This design comes from an exercise in tuning for small area, a short achievable clock period and few clock cycles per item on the open sky130 flow, not from production work. Only simulation tests tie the RTL to the original design; equivalence was not proved.

==> flow/design.v (outline; a module is shown in full before it is edited, if it fits) <==
// module rmvs_mac: 1048 lines
// module rmvs_front: 61 lines
// module rmvs_mid: 80 lines
// module rmvs_div3: 23 lines
// module rmvs_back: 154 lines
// module running_mean_variance_stats_top: 123 lines
module running_mean_variance_stats_top (
  input  wire logic                                    clk,
  input  wire logic                                    rst,
  input  wire logic                                    in_valid,
  output logic                                         in_stall,
  input  wire logic                                    cmd,
  input  wire logic signed [rmvs_pkg::SAMPLE_BITS-1:0] sample,
  output logic                                         out_valid,
  input  wire logic                                    out_stall,
  output logic [rmvs_pkg::COUNT_BITS-1:0]              sample_count,
  output logic signed [rmvs_pkg::TOTAL_BITS-1:0]       total,
  output logic signed [rmvs_pkg::SAMPLE_BITS-1:0]      smallest,
  output logic signed [rmvs_pkg::SAMPLE_BITS-1:0]      largest,
  output logic signed [rmvs_pkg::MEAN_BITS-1:0]        mean_q8,
  output logic [rmvs_pkg::VAR_BITS-1:0]                variance_q8,
  output logic [rmvs_pkg::STD_BITS-1:0]                std_dev_q8,
  output logic                                         has_data,
  output logic                                         variance_valid,
  output logic                                         count_saturated
);
  // ...
==> flow/run.sh <==
#!/bin/bash
# synth_recipe.tcl (not shown) runs the flow's synth.tcl, then flattens the netlist and writes it again
# the make line also repeats each setting of config.mk as NAME=value (left out here)
make -C /OpenROAD-flow-scripts/flow DESIGN_CONFIG=/design/flow/config.mk WORK_HOME=/design/flow/orfs CLKGATE_MAP_FILE= SYNTH_SCRIPT=/design/flow/synth_recipe.tcl finish
==> flow/config.mk <==
export PLATFORM = sky130hd
export DESIGN_NAME = running_mean_variance_stats_top
export DESIGN_NICKNAME = running_mean_variance_stats_top
export VERILOG_FILES = /design/flow/design.v
export SDC_FILE = /design/flow/constraint.sdc
export NUM_CORES = 4
export LEC_CHECK = 0
export CAP_MARGIN = 20
export CORE_MARGIN = 2
export CORE_UTILIZATION = 65
export SLEW_MARGIN = 20
==> flow/constraint.sdc <==
create_clock -name core_clock -period 9.5 [get_ports {clk}]
set_input_delay 1.9000 -clock core_clock [delete_from_list [all_inputs] [get_ports {clk}]]
set_output_delay 1.9000 -clock core_clock [all_outputs]
set_load 0.01 [all_outputs]
==> impl_metrics.toml, run 1 <==
[run_status]
run_status = "finished clean"

[die]
dieArea_um2 = 90900
start_util_pct = 65.3
die_x_um = 302
die_y_um = 302
io_pins = 193

[setup_path]
r2r-end = "u_back.rem1[8]"
critPathLaunchType = "flop"
arrival_ns = 9.57

[cells_and_area]
top_area_cell_class = "multi-input combinational cells"
seq_share_pct = 26.6
clkbuf_count = 95
syn_to_final_growth_pct = 9.95
ff_latch_area_um2 = 16800

[synthesis]
synth_compound_area_share_pct = 18.8
async_flop_share_pct = 0
dominantRegCellSynth = "edfxtp_1"
ys_types = 97
synth_common_cells = "822 x nand2_1, 553 x inv_1, 505 x a21oi_1, 418 x nor2_1, 414 x ha_1"
syn-cell-area_um2 = 57500
yosys.area_share.simple_pct = 17.4

[sta]
final_max_slew_viol_count = 0
slew_headroom_pct = 23.2
setup_ws_ns = 0.284

[drt]
ant_nets = 0
via_count = 51600

[hold_path]
min_path_type = "reg -> reg"
holdPathEnd = "u_back.smallest[12]"

[cts]
cts_hold_buf = 0
cts_setup_buffers = 0
clk_pin_slew_ns = 0.07

[grt]
grt_max_degree = 112
overflow = 0
grt_first_pass_wirelength_um = 286000

[placed_design]
gp_congestion = 1.04
Testbench counts, summed over its fixed seeds: cycles 43,352, items 4,800.
==> run 2, diff against run 1 <==
--- a/flow/config.mk
+++ b/flow/config.mk
@@ -8,4 +8,4 @@
 export CAP_MARGIN = 20
 export CORE_MARGIN = 2
-export CORE_UTILIZATION = 65
+export CORE_UTILIZATION = 40
 export SLEW_MARGIN = 20
==> impl_metrics.toml, run 2 <==
[sta]
rsz0062_at_grt = "yes"
finClkSkew_ns = 0.0528
worstMarginPinSlew_ns = 1.22
max_freq_mhz = 110
fin_crit_sh_pct = 95.4
setup_violations = 0
tns_ns = 0
hold_viol = 0
final_max_slew_viol_count = 0
min_period_ns = 9.06
hold_slack_ns = 0.431
slew_headroom_pct = 18.2

[synthesis]
synth_top_family_by_area = "adder cells"
seq_area_frac_synth_pct = 29.2
yosys.area_share.simple_pct = 17.4
ys_top_cells_by_area = "edfxtp_1 20%, fa_1 9.8%, dfxtp_1 9.4%, ha_1 9.0%, nand2_1 5.4%"
synth_edf_count = 380
async_flop_share_pct = 0
synth.most_common_cell = "nand2_1"
ys_types = 97
syn_nets = 7318
syn_inst = 6602
synth-xor-area-share_pct = 5.77
synthAdderAreaFrac_pct = 18.8
ys_warn_count = 10
ys_seq_elements = 650
yosys.area.top_type = "edfxtp_1"
dominantRegCellSynth = "edfxtp_1"
syn_avg_cell_area_um2 = 8.72
muxShareOfSynthArea_pct = 4.13
synth_top_area_share_pct = 19.8
synth_common_cells = "822 x nand2_1, 553 x inv_1, 505 x a21oi_1, 418 x nor2_1, 414 x ha_1"
syn-cell-area_um2 = 57500
synth_compound_area_share_pct = 18.8

[placed_design]
placedCellCount = 8561
gp_congestion = 0.990
io_buffers = 192
post-dp-hpwl_um = 158000

[die]
dieArea_um2 = 147000
io_pins = 193
core_region_area_um2 = 143000
die_x_um = 383
core.rowCount = 139
die_y_um = 383
start_util_pct = 40.2

[grt]
overflow = 0
grt_max_degree = 160
grt_pass1_vias = 48500
track_usage_pct = 27.0
grt_first_pass_wirelength_um = 304000
antenna_found_initial = 17

[cts]
cts_num_sinks = 650
tritoncts = "done"
numCtsBuffers = 75
clockRootBuffer = "clkbuf_16"
clk_path_buf_depth = 3
clk_pin_slew_ns = 0.07
h-tree-depth = 3
insertion_delay_ns = 0.71

[setup_path]
worst_path_max_delay_cell = "a311o_1"
critPathLaunchType = "flop"
crit_buf_inv = 5
critPathKind = "reg -> reg"
critPathTopFamily = "compound AO/OA/AOI/OAI gates"
arrival_ns = 9.44
cp.required_ns = 9.88
crit_fanout = 18
worst_setup_path_end_kind = "flop"
max_stage_delay_ns = 0.43

[hold_path]
min_path_type = "reg -> reg"

[drt]
vias_per_cell = 5.84
wl_um = 205000
dr.pass1.iters = 7
ant_nets = 0
drtIter0Drc = 5454
via_count = 50900
wl_per_cell_um = 23.5
route.detailed.drc = 0

[cells_and_area]
syn_to_final_growth_pct = 12.6
drive_above_1_share_pct = 7.44
fill_cells = 13900
largest_register = "u_front.s2"
final_core_util_pct = 45.3
top_regs = "u_front.s2 x48, u_back.qd1 x39, u_back.qd2 x39"
final_cells = 8710
largest_register_ffs = 48
nNetsFinal = 7459
final_common_cell = "nand2_1"
final_cell_mix = "820 x nand2_1, 551 x inv_1, 499 x a21oi_1, 417 x nor2_1, 414 x ha_1"

[run]
maxCapViolations = 0

[run_status]
run_status = "finished clean"
-- run 2: logic make-up after synthesis --
logic type                 count (synthesis)
muxes                                    227
AOI/OAI and AO/OA                       1667
adders and majority gates                695
and+or+nand+nor                         2115
xor gates and xnor gates                 379
DFF                                      650
buffers and inverters                    869
-- run 2: per-layer routing --
metal  vias to the layer above  global-route usage (%)  wire length [um]
li1                      23600                       -                 -
met1                     25000                    37.2             89500
met2                      1961                    43.2             92800
met3                       368                    4.00             14600
met4                        12                    9.27              7760
met5                         -                       0                81
-- run 2: stage by stage --
| stage | instance area, um^2 | setup WS (ns) |
|---|---|---|
| after floorplan | 57500 | 0.357 |
| after global placement | 62000 | -0.0654 |
| after detailed placement | 62100 | -0.152 |
| after CTS | 64500 | 0.0106 |
| after global routing | 64800 | -0.0575 |
| final | 64800 | 0.437 |
-- run 2: worst register-to-register path: cells and delay by family, from the launching register on --
kind / cells / cell delay (ns)
fa+ha+maj: 3 / 1.03
mux: 2 / 0.59
buf+inv: 5 / 0.94
flops: 1 / 0.39
simple gates: 7 / 1.44
compound gates: 20 / 4.35
-- run 2: final timing paths --
path	start	end	slack (ns)	cells after the start
max	u_mid.den[2]	u_back.rem1[8]	0.44	37
min	u_front.lo[12]	u_back.smallest[12]	0.43	0
max reg2reg	u_mid.den[2]	u_back.rem1[8]	0.44	37
min reg2reg	u_front.lo[12]	u_back.smallest[12]	0.43	0
-- run 2: area by class of cell --
type | instances | area, um^2 | share of cell area [%]
Inverter | 555 | 2090 | 3.23
Timing Repair Buffer | 376 | 3380 | 5.21
Sequential cell | 650 | 16800 | 26.0
Antenna cell | 3 | 7.51 | 0.0116
Clock inverter | 48 | 448 | 0.691
Multi-Input combinational cell | 5085 | 37700 | 58.1
Clock buffer | 90 | 2010 | 3.10
Tap cell | 1903 | 2380 | 3.68
-- run 2: what timing repair did --
item / CTS / global route
buffers inserted: 0 / 6
setup endpoints to repair: 57 / 96
gates resized for setup: 3 / 41
hold buffers: 0 / 0
gates cloned: 0 / 2
pin swaps: 0 / 5
==> run 3, diff against run 2 <==
--- a/flow/config.mk
+++ b/flow/config.mk
@@ -6,6 +6,8 @@
 export NUM_CORES = 4
 export LEC_CHECK = 0
+export ABC_AREA = 1
 export CAP_MARGIN = 20
 export CORE_MARGIN = 2
 export CORE_UTILIZATION = 40
+export SETUP_SLACK_MARGIN = 1.2
 export SLEW_MARGIN = 20
==> impl_metrics.toml, run 3 <==
[run_status]
run_status = "finished clean"

[sta]
tns_ns = 0
final_max_slew_viol_count = 0
min_period_ns = 7.89
worstMarginPinSlew_ns = 1.16
max_freq_mhz = 127
setup_ws_ns = 1.61
setup_violations = 0
hold_slack_ns = 0.430
hold_viol = 0
finClkSkew_ns = 0.0337
rsz0062_at_grt = "no"
fin_crit_sh_pct = 83.1
slew_headroom_pct = 22.6

[drt]
ant_nets = 0
vias_per_cell = 5.39
via_count = 53700
route.detailed.drc = 0
wl_per_cell_um = 21.0
wl_um = 209000
drtIter0Drc = 5010
dr.pass1.iters = 6

[cells_and_area]
top_regs = "u_front.s2 x48, u_back.qd1 x39, u_back.qd2 x39"
final_core_util_pct = 45.0
final_cells = 9963
fin_area_um2 = 64800
largest_register = "u_front.s2"
fill_cells = 14500
largest_register_ffs = 48
ff_latch_area_um2 = 16800
drive_above_1_share_pct = 4.78
syn_to_final_growth_pct = 11.5
final_cell_mix = "1953 x nand2_1, 1321 x inv_1, 596 x o21ai_0, 573 x a21oi_1, 458 x nor2_1"
multi_input_area_um2 = 35300
final_common_cell = "nand2_1"
nNetsFinal = 8711

[hold_path]
min_from = "u_front.hi[5]"
min_path_type = "reg -> reg"

[cts]
cts_num_sinks = 650
h-tree-depth = 3
numCtsBuffers = 73
clk_path_buf_depth = 3
tritoncts = "done"
clockRootBuffer = "clkbuf_16"
insertion_delay_ns = 0.69
cts_hold_buf = 0
clk_pin_slew_ns = 0.06

[die]
core.rowCount = 139
die_x_um = 385
start_util_pct = 40.4
core_region_area_um2 = 144000
io_pins = 193
die_y_um = 385
dieArea_um2 = 148000

[setup_path]
critPathLaunchType = "flop"
path_common_cell = "nand2_1"
crit_fanout = 23
worst_setup_path_end_kind = "flop"
worst_path_max_delay_cell = "edfxtp_1"
critPathKind = "reg -> reg"
max_stage_delay_ns = 0.42
arrival_ns = 8.32
cp.required_ns = 9.93
r2r_start = "u_mid.den[1]"
critPathLaunch = "u_mid.den[1]"

[synthesis]
syn_avg_cell_area_um2 = 7.34
seq_area_frac_synth_pct = 29.0
synth_top_area_share_pct = 19.7
ys_types = 75
ys_seq_elements = 650
ys_warn_count = 10
yosys.area.top_type = "edfxtp_1"
synth_edf_count = 380
async_flop_share_pct = 0
ys_top_cells_by_area = "edfxtp_1 20%, nand2_1 13%, fa_1 9.7%, dfxtp_1 9.3%, ha_1 8.9%"
synth.most_common_cell = "nand2_1"
syn_inst = 7913
syn-cell-area_um2 = 58100
synth_common_cells = "1958 x nand2_1, 1338 x inv_1, 611 x o21ai_0, 579 x a21oi_1, 462 x nor2_1"
syn_nets = 8629
dominantRegCellSynth = "edfxtp_1"

[placed_design]
io_buffers = 192
place_area_um2 = 61800
pre_cts_ws_ns = 0.567
placedCellCount = 9800
gp_congestion = 1.04
post-dp-hpwl_um = 164000

[grt]
grt_use_met3_pct = 3.85
overflow = 0
grt_util_met2_pct = 43.0
grt_util_met1_pct = 39.7
grt_pass1_vias = 51300
grt_max_degree = 149
track_usage_pct = 27.7
antenna_found_initial = 5
grt_busiest_layer = "met2"
grt_first_pass_wirelength_um = 314000

[run]
maxCapViolations = 0
-- run 3: layout make-up --
| cell class | instances | area share, % |
|---|---|---|
| well taps | 1903 | 3.68 |
| multi-input cells | 5622 | 54.5 |
| clock buffers | 94 | 3.05 |
| repair buffers | 298 | 4.28 |
| inverters | 1350 | 7.87 |
| diodes | 4 | 0.0155 |
| flip-flops and latches | 650 | 26.0 |
| clock inverters | 42 | 0.645 |
-- run 3: final timing paths --
kind	end	slack, ns	cells after the start
max	u_back.rem2[19]	1.61	48
min	u_back.largest[5]	0.43	0
max reg2reg	u_back.rem2[19]	1.61	48
min reg2reg	u_back.largest[5]	0.43	0
-- run 3: kinds of logic (layout without fill, tap and decap cells) --
logic type               count (synthesis)  after routing  synth area share [%]
AND/OR/NAND/NOR                       3048           3052                  21.8
adder cells (fa/ha/maj)                695            695                  18.6
flip-flops                             650            650                  29.0
AO/OA/AOI/OAI                         1560           1560                  14.9
XOR/XNOR                               315            315                  4.75
other                                    0              4                     0
buffers and inverters                 1645           1784                  11.0
-- run 3: layer usage --
metal | routed length [um] | vias to the layer above | part of all wire (%)
li1 | - | 25900 | -
met1 | 94800 | 25400 | 45
met2 | 91300 | 2030 | 44
met3 | 16200 | 328 | 7.7
met4 | 6660 | 4 | 3.2
met5 | 30 | - | 0.014
-- run 3: what timing repair did --
| action | in CTS | in global routing |
|---|---|---|
| gates resized for setup | 12 | 86 |
| pin swaps | 4 | 11 |
| setup endpoints to repair | 67 | 109 |
| buffers inserted | 2 | 17 |
| cloned | 1 | 3 |
-- run 3: critical path, delay by kind of cell (launching register included) --
family | cells | cell delay, ns
AO/OA/AOI/OAI | 18 | 2.80
adder cells (fa/ha/maj) | 3 | 0.86
flip-flops | 1 | 0.42
AND/OR/NAND/NOR | 21 | 2.54
buffers and inverters | 6 | 0.97
==> run 4, diff against run 3 <==
--- a/flow/config.mk
+++ b/flow/config.mk
@@ -10,4 +10,3 @@
 export CORE_MARGIN = 2
 export CORE_UTILIZATION = 40
-export SETUP_SLACK_MARGIN = 1.2
 export SLEW_MARGIN = 20
==> impl_metrics.toml, run 4 <==
[synthesis]
yosys.area_share.simple_pct = 21.8
muxShareOfSynthArea_pct = 0
syn_inst = 7913
synth_top_area_share_pct = 19.7
ys_types = 75
synth_top_family_by_area = "simple AND/OR/NAND/NOR gates"
syn_avg_cell_area_um2 = 7.34
ys_warn_count = 10
ys_top_cells_by_area = "edfxtp_1 20%, nand2_1 13%, fa_1 9.7%, dfxtp_1 9.3%, ha_1 8.9%"
async_flop_share_pct = 0
syn-cell-area_um2 = 58100
synth_common_cells = "1958 x nand2_1, 1338 x inv_1, 611 x o21ai_0, 579 x a21oi_1, 462 x nor2_1"
syn_nets = 8629
yosys.area.top_type = "edfxtp_1"
synth_compound_area_share_pct = 14.9
synth_edf_count = 380
ys_seq_elements = 650
dominantRegCellSynth = "edfxtp_1"
synth-xor-area-share_pct = 4.75
synth.most_common_cell = "nand2_1"
seq_area_frac_synth_pct = 29.0
synthAdderAreaFrac_pct = 18.6

[cts]
insertion_delay_ns = 0.69
clockRootBuffer = "clkbuf_16"
clk_pin_slew_ns = 0.06
h-tree-depth = 3
tritoncts = "done"
clk_path_buf_depth = 3
cts_num_sinks = 650
numCtsBuffers = 73
cts_hold_buf = 0

[die]
die_x_um = 385
start_util_pct = 40.4
core.rowCount = 139
io_pins = 193
core_region_area_um2 = 144000
dieArea_um2 = 148000
die_y_um = 385

[sta]
hold_viol = 0
finClkSkew_ns = 0.0361
final_max_slew_viol_count = 0
rsz0062_at_grt = "no"
tns_ns = 0
max_freq_mhz = 115
setup_violations = 0
min_period_ns = 8.72
slew_headroom_pct = 21.8
worstMarginPinSlew_ns = 1.17
fin_crit_sh_pct = 91.8

[setup_path]
arrival_ns = 9.27
worst_path_max_delay_cell = "edfxtp_1"
path_common_cell = "nand2_1"
crit_buf_inv = 6
worst_setup_path_end_kind = "flop"
cp.required_ns = 10.05
crit_fanout = 24
max_stage_delay_ns = 0.45
critPathLaunchType = "flop"
critPathTopFamily = "simple AND/OR/NAND/NOR gates"
critPathKind = "reg -> reg"

[placed_design]
post-dp-hpwl_um = 164000
placedCellCount = 9800
place_area_um2 = 61800
io_buffers = 192
gp_congestion = 1.04

[drt]
route.detailed.drc = 0
dr.pass1.iters = 6
wl_um = 208000
ant_nets = 0
drtIter0Drc = 4956
vias_per_cell = 5.40
via_count = 53700
wl_per_cell_um = 20.9

[cells_and_area]
final_common_cell = "nand2_1"
largest_register_ffs = 48
ff_latch_area_um2 = 16800
final_cells = 9940
syn_to_final_growth_pct = 10.6
fill_cells = 14500
largest_register = "u_front.s2"
top_regs = "u_front.s2 x48, u_back.qd1 x39, u_back.qd2 x39"
final_cell_mix = "1955 x nand2_1, 1335 x inv_1, 611 x o21ai_0, 578 x a21oi_1, 462 x nor2_1"
multi_input_area_um2 = 34900
nNetsFinal = 8688
fin_area_um2 = 64200
drive_above_1_share_pct = 3.83

[grt]
grt_use_met3_pct = 3.83
grt_util_met2_pct = 42.9
grt_max_degree = 149
antenna_found_initial = 4
grt_util_met1_pct = 39.8
overflow = 0
track_usage_pct = 27.6
grt_busiest_layer = "met2"
grt_pass1_vias = 51300
grt_first_pass_wirelength_um = 314000

[run]
maxCapViolations = 0

[run_status]
run_status = "finished clean"

[hold_path]
min_path_type = "reg -> reg"
-- run 4: cell count changes in the layout (fill, tap and decap cells not counted), moves of 9 or more --
cell,previous run,this run
ha_1,394,414
inv_2,19,10
o21ai_1,51,40
inv_1,1321,1335
buf_4,99,85
o21ai_0,596,611
ha_4,17,0
-- run 4: worst paths after layout --
path,from,slack [ns],end,cells past startpoint
worst max-delay path,u_mid.den[1],0.78,u_back.rem1[23],48
worst min register to register,u_front.hi[5],0.43,u_back.largest[5],0
worst max register to register,u_mid.den[1],0.78,u_back.rem1[23],48
worst min-delay path,u_front.hi[5],0.43,u_back.largest[5],0
-- run 4: per-layer routing --
metal	share of wire, %	vias up	wire length, um
met2	44	2096	90600
li1	-	25800	-
met4	3.0	2	6320
met3	7.7	311	15900
met1	46	25500	94900
met5	0.0096	-	20
-- run 4: worst reg2reg max path, delay by kind of cell, from the launching register on --
family | cells | cell delay, ns
DFF | 1 | 0.45
AOI/OAI and AO/OA | 14 | 2.57
and+or+nand+nor | 25 | 3.29
buffers and inverters | 6 | 1.26
adders and majority gates | 3 | 1.05
-- run 4: logic make-up after synthesis --
family                   count (synthesis)
flip-flops                             650
AO/OA/AOI/OAI                         1560
buffers and inverters                 1645
adder cells (fa/ha/maj)                695
XOR/XNOR                               315
AND/OR/NAND/NOR                       3048
-- run 4: through the flow --
stage / util, % / setup WS, ns / hold slack [ns]
after floorplan: - / 2.29 / 0.408
after global placement: 42.9 / 0.624 / 0.417
after detailed placement: 42.9 / 0.567 / 0.416
after CTS: 44.6 / 0.571 / 0.431
after global routing: 44.6 / 0.0180 / 0.440
final: 44.6 / 0.782 / 0.430
-- run 4: area by class of cell --
type,instances,area share (%)
Clock inverter,42,0.651
Inverter,1350,7.91
Antenna cell,4,0.0156
Tap cell,1903,3.71
Multi-Input combinational cell,5618,54.4
Clock buffer,94,3.08
Sequential cell,650,26.2
Timing Repair Buffer,279,4.05
-- run 4: timing repair --
item	CTS	global route
gates resized for setup	0	4
endpoints found under the hold margin	0	0
setup buffers	0	0
endpoints found under the setup margin	0	64

## what the ideal ports hide
Ports are ideal in the flow. The routed layouts listed here were re-timed in OpenROAD. Step 1, drivers: a clkbuf_16 drives clk and a buf_2 each remaining input, both assumed. Step 2 moves the port delays by t, midway between the first and last clock arrival at a register: inputs arrive t later, outputs are due t later. That takes back most of the time a late clock gives input paths. a / b / c = ideal ports / drivers / drivers and shift; a / b = the first two.
| run | t (ns) | setup WS [ns] | hold slack, ns | worst slew at a driven data input, ns |
|---|---|---|---|---|
| run 1 | 0.738 | 0.284 / 0.284 / 0.284 | 0.430 / 0.430 / 0.430 | 0.04 |
| run 2 | 0.760 | 0.437 / 0.437 / 0.437 | 0.431 / 0.431 / 0.431 | 0.09 |
| run 3 | 0.751 | 1.606 / 1.606 / 1.606 | 0.430 / 0.430 / 0.430 | 0.08 |
| run 4 | 0.754 | 0.782 / 0.782 / 0.782 | 0.430 / 0.430 / 0.430 | 0.08 |
After both steps setup and hold are still met in every run listed.
